Source: an optimization exercise on an open RTL-to-GDS flow (aim: small area and a short achievable clock period). Production flows keep margins and buffers that such runs may drop.
At most, simulation tests tie the RTL to the original design; equivalence was not proved.
The clock port is modelled as an ideal driver, which makes a skipped or thinned clock tree look cheaper than it is; a real chip needs a root buffer or a tree.
Power figures rest on the tool's default switching activity, not on a simulated workload.

==> flow/design.v <==
module mp85_bus_target #(
    parameter logic [15:0] BASE_ADDR   = 16'h8000,
    parameter int          ADDR_BITS   = 8,
    parameter int          WAIT_STATES = 2
) (
    input  logic        clk,
    input  logic        rst,
    input  logic [15:0] address,
    input  logic        mem_read,
    input  logic        mem_write,
    input  logic [7:0]  data_in,
    output logic [7:0]  data_out,
    output logic        ready,
    output logic        selected,
    output logic        err
);
    typedef enum logic [1:0] {
        ST_IDLE,
        ST_WAIT,
        ST_ACCESS,
        ST_RELEASE
    } state_t;
    state_t          state;
    logic            wait2;       
    logic            op_wr;
    logic [7:0]      wdata;
    logic [7:0]      qp1;         
    logic [3:0]      lo4;         
    logic [7:0]      mid8;        
    logic [7:0]      ph;          
    logic [255:0][7:0] ring;
    logic [7:0]      pw_a;        
    logic [7:0]      pw_b;        
    logic [1:0]      pw_d;        
    logic [7:0]      wd;          
    logic            fire0;       
    logic            flate;       
    logic            p1, p2;      
    logic            bp;          
    logic            byp;         
    logic [3:0][7:0] s1;
    logic [7:0]      rd;
    logic hit;
    logic one_strobe;
    logic both_strobes;
    logic strobe_held;
    logic fire;
    logic [7:0] qn;               
    logic [5:0] widx;             
    always_comb begin
        hit          = (address[15:ADDR_BITS] == BASE_ADDR[15:ADDR_BITS]);
        one_strobe   = mem_read ^ mem_write;
        both_strobes = mem_read & mem_write;
        strobe_held  = op_wr ? mem_write : mem_read;
        fire         = fire0 || flate;
        qn           = address[7:0] + ph;
        widx         = 6'((qp1 + 8'd2) >> 2);
    end
    always_ff @(posedge clk or posedge rst) begin
        if (rst) begin
            state    <= ST_IDLE;
            wait2    <= 1'b0;
            fire0    <= 1'b0;
            data_out <= 8'h00;
            ready    <= 1'b0;
            selected <= 1'b0;
            err      <= 1'b0;
        end else begin
            ready <= 1'b0;
            err   <= 1'b0;
            fire0 <= (state == ST_WAIT) && wait2 && strobe_held && op_wr &&
                     (pw_d == 2'd0);
            case (state)
                ST_IDLE: begin
                    if (hit && both_strobes) begin
                        err <= 1'b1;
                    end else if (hit && one_strobe) begin
                        selected <= 1'b1;
                        wait2    <= 1'b0;
                        state    <= ST_WAIT;
                    end
                end
                ST_WAIT: begin
                    if (!strobe_held) begin
                        selected <= 1'b0;
                        state    <= ST_IDLE;
                    end else if (wait2) begin
                        state <= ST_ACCESS;
                    end else begin
                        wait2 <= 1'b1;
                    end
                end
                ST_ACCESS: begin
                    if (!op_wr) begin
                        if (byp)
                            data_out <= wd;
                        else if (qp1[0])
                            data_out <= rd ^ {8{!qp1[2]}};
                        else
                            data_out <= s1[qp1[7:6]] ^ {8{!qp1[2]}};
                    end
                    ready <= 1'b1;
                    state <= ST_RELEASE;
                end
                ST_RELEASE: begin
                    if (!mem_read && !mem_write) begin
                        selected <= 1'b0;
                        state    <= ST_IDLE;
                    end
                end
                default: state <= ST_IDLE;
            endcase
        end
    end
    always_ff @(posedge clk) begin
        if (state == ST_IDLE) begin
            op_wr <= mem_write;
            wdata <= data_in;
            qp1   <= qn;
            lo4   <= 4'd1 << qn[2:1];
            mid8  <= 8'd1 << qn[5:3];
        end
    end
    always_ff @(posedge clk) begin
        if (state == ST_WAIT && !wait2 && op_wr) begin
            pw_a <= 8'd1 << widx[5:3];
            pw_b <= 8'd1 << widx[2:0];
            pw_d <= 2'(8'd1 - qp1);
            wd   <= wdata;
        end
        p1    <= (state == ST_ACCESS) && op_wr;
        p2    <= p1;
        flate <= ((state == ST_ACCESS) && op_wr && pw_d == 2'd1) ||
                 (p1 && pw_d == 2'd2) || (p2 && pw_d == 2'd3);
        bp    <= p2 && (pw_d == 2'd3);
        if (state == ST_WAIT && !wait2)
            byp <= bp && pw_a[qp1[7:5]] && pw_b[qp1[4:2]] && (qp1[1:0] == 2'b11);
    end
    always_ff @(posedge clk) begin
        ph <= ph + 8'd1;
        for (int p = 0; p < 256; p++) begin
            if ((p % 4) == 3)
                ring[p] <= ~((fire && pw_a[p / 32] && pw_b[(p / 4) % 8]) ?
                             ((((p / 4) % 2) == 1) ? wd : ~wd) :
                             ring[(p + 255) % 256]);
            else
                ring[p] <= ring[(p + 255) % 256];
        end
    end
    always_ff @(posedge clk) begin
        for (int g = 0; g < 4; g++) begin
            logic [7:0] acc;
            acc = 8'h00;
            for (int j = 0; j < 32; j++)
                acc = acc | (ring[2 * (32 * g + j)] & {8{lo4[j % 4] & mid8[j / 4]}});
            s1[g] <= acc;
        end
        rd <= s1[qp1[7:6]];
    end
endmodule
clock: 5.0 ns
lec_check: 0
cap_margin: 20
core_margin: 2
core_utilization: 55
setup_slack_margin: 3.0
slew_margin: 20
standard.sh (not shown) runs the stock make flow with config.mk's settings and CLKGATE_MAP_FILE= SYNTH_SCRIPT=/design/flow/synth_recipe.tcl, a recipe that flattens the netlist after the stock synthesis.
==> flow/flow/run.sh <==
#!/bin/bash
# Standard layout, except that the clock tree is built by flow/pre_cts.tcl
# (a balanced two-level clkbuf_16 tree) instead of TritonCTS.
set -euo pipefail
export PRE_CTS_TCL="$PWD/flow/pre_cts.tcl"
export CT_LEAF_COLS=8 CT_LEAF_ROWS=10 CT_ROOT_COLS=2 CT_ROOT_ROWS=2
bash standard.sh > standard_flow.log 2>&1
Other scripts of this flow, unchanged in this note and not shown: flow/flow/pre_cts.tcl
Rerun with:
--- a/flow/design.v
+++ b/flow/design.v
@@ -28,4 +28,7 @@
     logic [3:0]      lo4;         
     logic [7:0]      mid8;        
+    logic [3:0]      lo4n;        
+    logic [7:0]      mid8n;       
+    logic [7:0]      ph53;        
     logic [7:0]      ph;          
     logic [255:0][7:0] ring;
@@ -47,4 +50,8 @@
     logic fire;
     logic [7:0] qn;               
+    logic [7:0] d53;              
+    logic [7:0] x0;               
+    logic       c3;               
+    logic [7:0] mid8_next;       
     logic [5:0] widx;             
     always_comb begin
@@ -55,4 +62,12 @@
         fire         = fire0 || flate;
         qn           = address[7:0] + ph;
+        d53          = 8'd1 << address[5:3];
+        c3           = ({1'b0, address[2:0]} + {1'b0, ph[2:0]}) >= 4'd8;
+        for (int j = 0; j < 8; j++) begin
+            x0[j] = 1'b0;
+            for (int r = 0; r < 8; r++)
+                x0[j] = x0[j] | (ph53[r] & d53[(j - r) & 7]);
+        end
+        mid8_next   = c3 ? {x0[6:0], x0[7]} : x0;
         widx         = 6'((qp1 + 8'd2) >> 2);
     end
@@ -119,5 +134,7 @@
             qp1   <= qn;
             lo4   <= 4'd1 << qn[2:1];
-            mid8  <= 8'd1 << qn[5:3];
+            lo4n  <= ~(4'd1 << qn[2:1]);
+            mid8  <= mid8_next;
+            mid8n <= ~mid8_next;
         end
     end
@@ -138,5 +155,6 @@
     end
     always_ff @(posedge clk) begin
-        ph <= ph + 8'd1;
+        ph   <= ph + 8'd1;
+        ph53 <= 8'd1 << 3'((ph + 8'd1) >> 3);
         for (int p = 0; p < 256; p++) begin
             if ((p % 4) == 3)
@@ -153,5 +171,7 @@
             acc = 8'h00;
             for (int j = 0; j < 32; j++)
-                acc = acc | (ring[2 * (32 * g + j)] & {8{lo4[j % 4] & mid8[j / 4]}});
+                acc = acc | (ring[2 * (32 * g + j)] &
+                             {8{(g < 2) ? (lo4[j % 4] & mid8[j / 4]) :
+                                          !(lo4n[j % 4] | mid8n[j / 4])}});
             s1[g] <= acc;
         end
Outcome: The changed run passed the timing, design-rule and antenna checks. Power went down by about 18%. Area after synthesis goes up by about 2%. Setup slack gets worse by 0.062 ns. Register-to-register slack got worse by 0.07 ns. Die area goes up by about 2%. Routed wire length decreases by 1.1%. Worst hold slack gets better by 0.0073 ns. First-iteration DRC count falls by 11%. Core utilization is higher by 1.3 points. Final cell count rises by about 3.2%. Cell area rises by about 4%. Synthesized cell count climbs by 1.8%. Fmax came out lower by about 3%. Global-route usage shrinks by 0.89 points.
Function not checked in the second run of this note: the RTL went through the layout flow alone. In every run of this note, the design's own scripts or RTL, not TritonCTS, make the clock network.

========
## lane 1
Starts from the design.v that is shown in full above.
Settings: LEC_CHECK=0, CAP_MARGIN=20, CORE_MARGIN=2, CORE_UTILIZATION=55, SETUP_SLACK_MARGIN=3.0, SLEW_MARGIN=20; clock period 5.0 ns.
==> flow/flow/run.sh <==
#!/bin/bash
# Standard layout, except that the clock tree is built by flow/pre_cts.tcl
# (a balanced two-level buffer tree) instead of TritonCTS.
set -euo pipefail
export PRE_CTS_TCL="$PWD/flow/pre_cts.tcl"
export CT_LEAF_COLS=8 CT_LEAF_ROWS=9 CT_ROOT_CELL=sky130_fd_sc_hd__buf_16 CT_ROOT_COLS=2 CT_ROOT_ROWS=2
bash standard.sh > standard_flow.log 2>&1
Other scripts of this flow, unchanged in this note and not shown: flow/flow/pre_cts.tcl
Lane 1: flow completed, timing, DRC and antenna clean
Changes in lane 2 relative to lane 1:
--- a/flow/design.v
+++ b/flow/design.v
@@ -25,10 +25,13 @@
     logic            op_wr;
     logic [7:0]      wdata;
     logic [7:0]      qp1;         
     logic [3:0]      lo4;         
     logic [7:0]      mid8;        
+    logic [3:0]      lo4n;        
+    logic [7:0]      mid8n;       
+    logic [7:0]      ph53;        
     logic [7:0]      ph;          
     logic [255:0][7:0] ring;
     logic [7:0]      pw_a;        
     logic [7:0]      pw_b;        
     logic [1:0]      pw_d;        
@@ -44,18 +47,30 @@
     logic one_strobe;
     logic both_strobes;
     logic strobe_held;
     logic fire;
     logic [7:0] qn;               
+    logic [7:0] d53;              
+    logic [7:0] x0;               
+    logic       c3;               
+    logic [7:0] mid8_next;       
     logic [5:0] widx;             
     always_comb begin
         hit          = (address[15:ADDR_BITS] == BASE_ADDR[15:ADDR_BITS]);
         one_strobe   = mem_read ^ mem_write;
         both_strobes = mem_read & mem_write;
         strobe_held  = op_wr ? mem_write : mem_read;
         fire         = fire0 || flate;
         qn           = address[7:0] + ph;
+        d53          = 8'd1 << address[5:3];
+        c3           = ({1'b0, address[2:0]} + {1'b0, ph[2:0]}) >= 4'd8;
+        for (int j = 0; j < 8; j++) begin
+            x0[j] = 1'b0;
+            for (int r = 0; r < 8; r++)
+                x0[j] = x0[j] | (ph53[r] & d53[(j - r) & 7]);
+        end
+        mid8_next   = c3 ? {x0[6:0], x0[7]} : x0;
         widx         = 6'((qp1 + 8'd2) >> 2);
     end
     always_ff @(posedge clk or posedge rst) begin
         if (rst) begin
             state    <= ST_IDLE;
@@ -116,11 +131,13 @@
         if (state == ST_IDLE) begin
             op_wr <= mem_write;
             wdata <= data_in;
             qp1   <= qn;
             lo4   <= 4'd1 << qn[2:1];
-            mid8  <= 8'd1 << qn[5:3];
+            lo4n  <= ~(4'd1 << qn[2:1]);
+            mid8  <= mid8_next;
+            mid8n <= ~mid8_next;
         end
     end
     always_ff @(posedge clk) begin
         if (state == ST_WAIT && !wait2 && op_wr) begin
             pw_a <= 8'd1 << widx[5:3];
@@ -135,11 +152,12 @@
         bp    <= p2 && (pw_d == 2'd3);
         if (state == ST_WAIT && !wait2)
             byp <= bp && pw_a[qp1[7:5]] && pw_b[qp1[4:2]] && (qp1[1:0] == 2'b11);
     end
     always_ff @(posedge clk) begin
-        ph <= ph + 8'd1;
+        ph   <= ph + 8'd1;
+        ph53 <= 8'd1 << 3'((ph + 8'd1) >> 3);
         for (int p = 0; p < 256; p++) begin
             if ((p % 4) == 3)
                 ring[p] <= ~((fire && pw_a[p / 32] && pw_b[(p / 4) % 8]) ?
                              ((((p / 4) % 2) == 1) ? wd : ~wd) :
                              ring[(p + 255) % 256]);
@@ -150,11 +168,13 @@
     always_ff @(posedge clk) begin
         for (int g = 0; g < 4; g++) begin
             logic [7:0] acc;
             acc = 8'h00;
             for (int j = 0; j < 32; j++)
-                acc = acc | (ring[2 * (32 * g + j)] & {8{lo4[j % 4] & mid8[j / 4]}});
+                acc = acc | (ring[2 * (32 * g + j)] &
+                             {8{(g < 2) ? (lo4[j % 4] & mid8[j / 4]) :
+                                          !(lo4n[j % 4] | mid8n[j / 4])}});
             s1[g] <= acc;
         end
         rd <= s1[qp1[7:6]];
     end
 endmodule
### Flow results
- Going from lane 1 to lane 2, part of the total power dissipated in combinational logic shrinks by 3.3 points.
- Diff lane 1 -> lane 2 | routed wire length | up slightly
- Lower area share of and/or/nand/nor cells after synthesis goes to lane 1 over lane 2.
- Area of the core region (lane 2 vs. lane 1) increases slightly
- Lane 2 can be clocked slower than lane 1.
- When lane 2 is measured against lane 1, its worst hold slack turns out 16 ps lower.
For lane 2, only the layout was checked, not whether the RTL still works. In every run of this note, the design's own scripts or RTL, not TritonCTS, make the clock network.

re-timing with driven ports:
No port has a modelled driver above. Below, the same layouts with a new extraction and two added sets of constraints. Step 1 sets driving cells, clkbuf_16 on the clock port and buf_2 on the other inputs (assumed; they add their load-dependent delay and slew). Step 2 also shifts input and output timing later by t, the mid clock arrival at the registers, as if the neighbouring blocks saw the same clock. Slacks: ideal / step 1 / step 2; pairs: ideal / step 1.
run | t, ns | setup slack, ns | worst setup path at the end | worst data-port slew with drivers (ns) | cell pins on the clock port's net
the first run of note 1 | 0.712 | 2.895 / 2.732 / 2.365 | input to register | 0.05 | 4
the second run of note 1 | 0.712 | 2.834 / 2.673 / 2.442 | input to register | 0.08 | 4
lane 1 | 0.675 | 2.869 / 2.763 / 2.375 | input to register | 0.05 | 4
lane 2 | 0.677 | 2.829 / 2.706 / 2.394 | input to register | 0.15 | 4
After both steps every run listed still meets setup and hold. For the first run of note 1, which loses most, drivers alone change the setup slack by -0.163 ns; drivers and shift together by -0.530 ns.
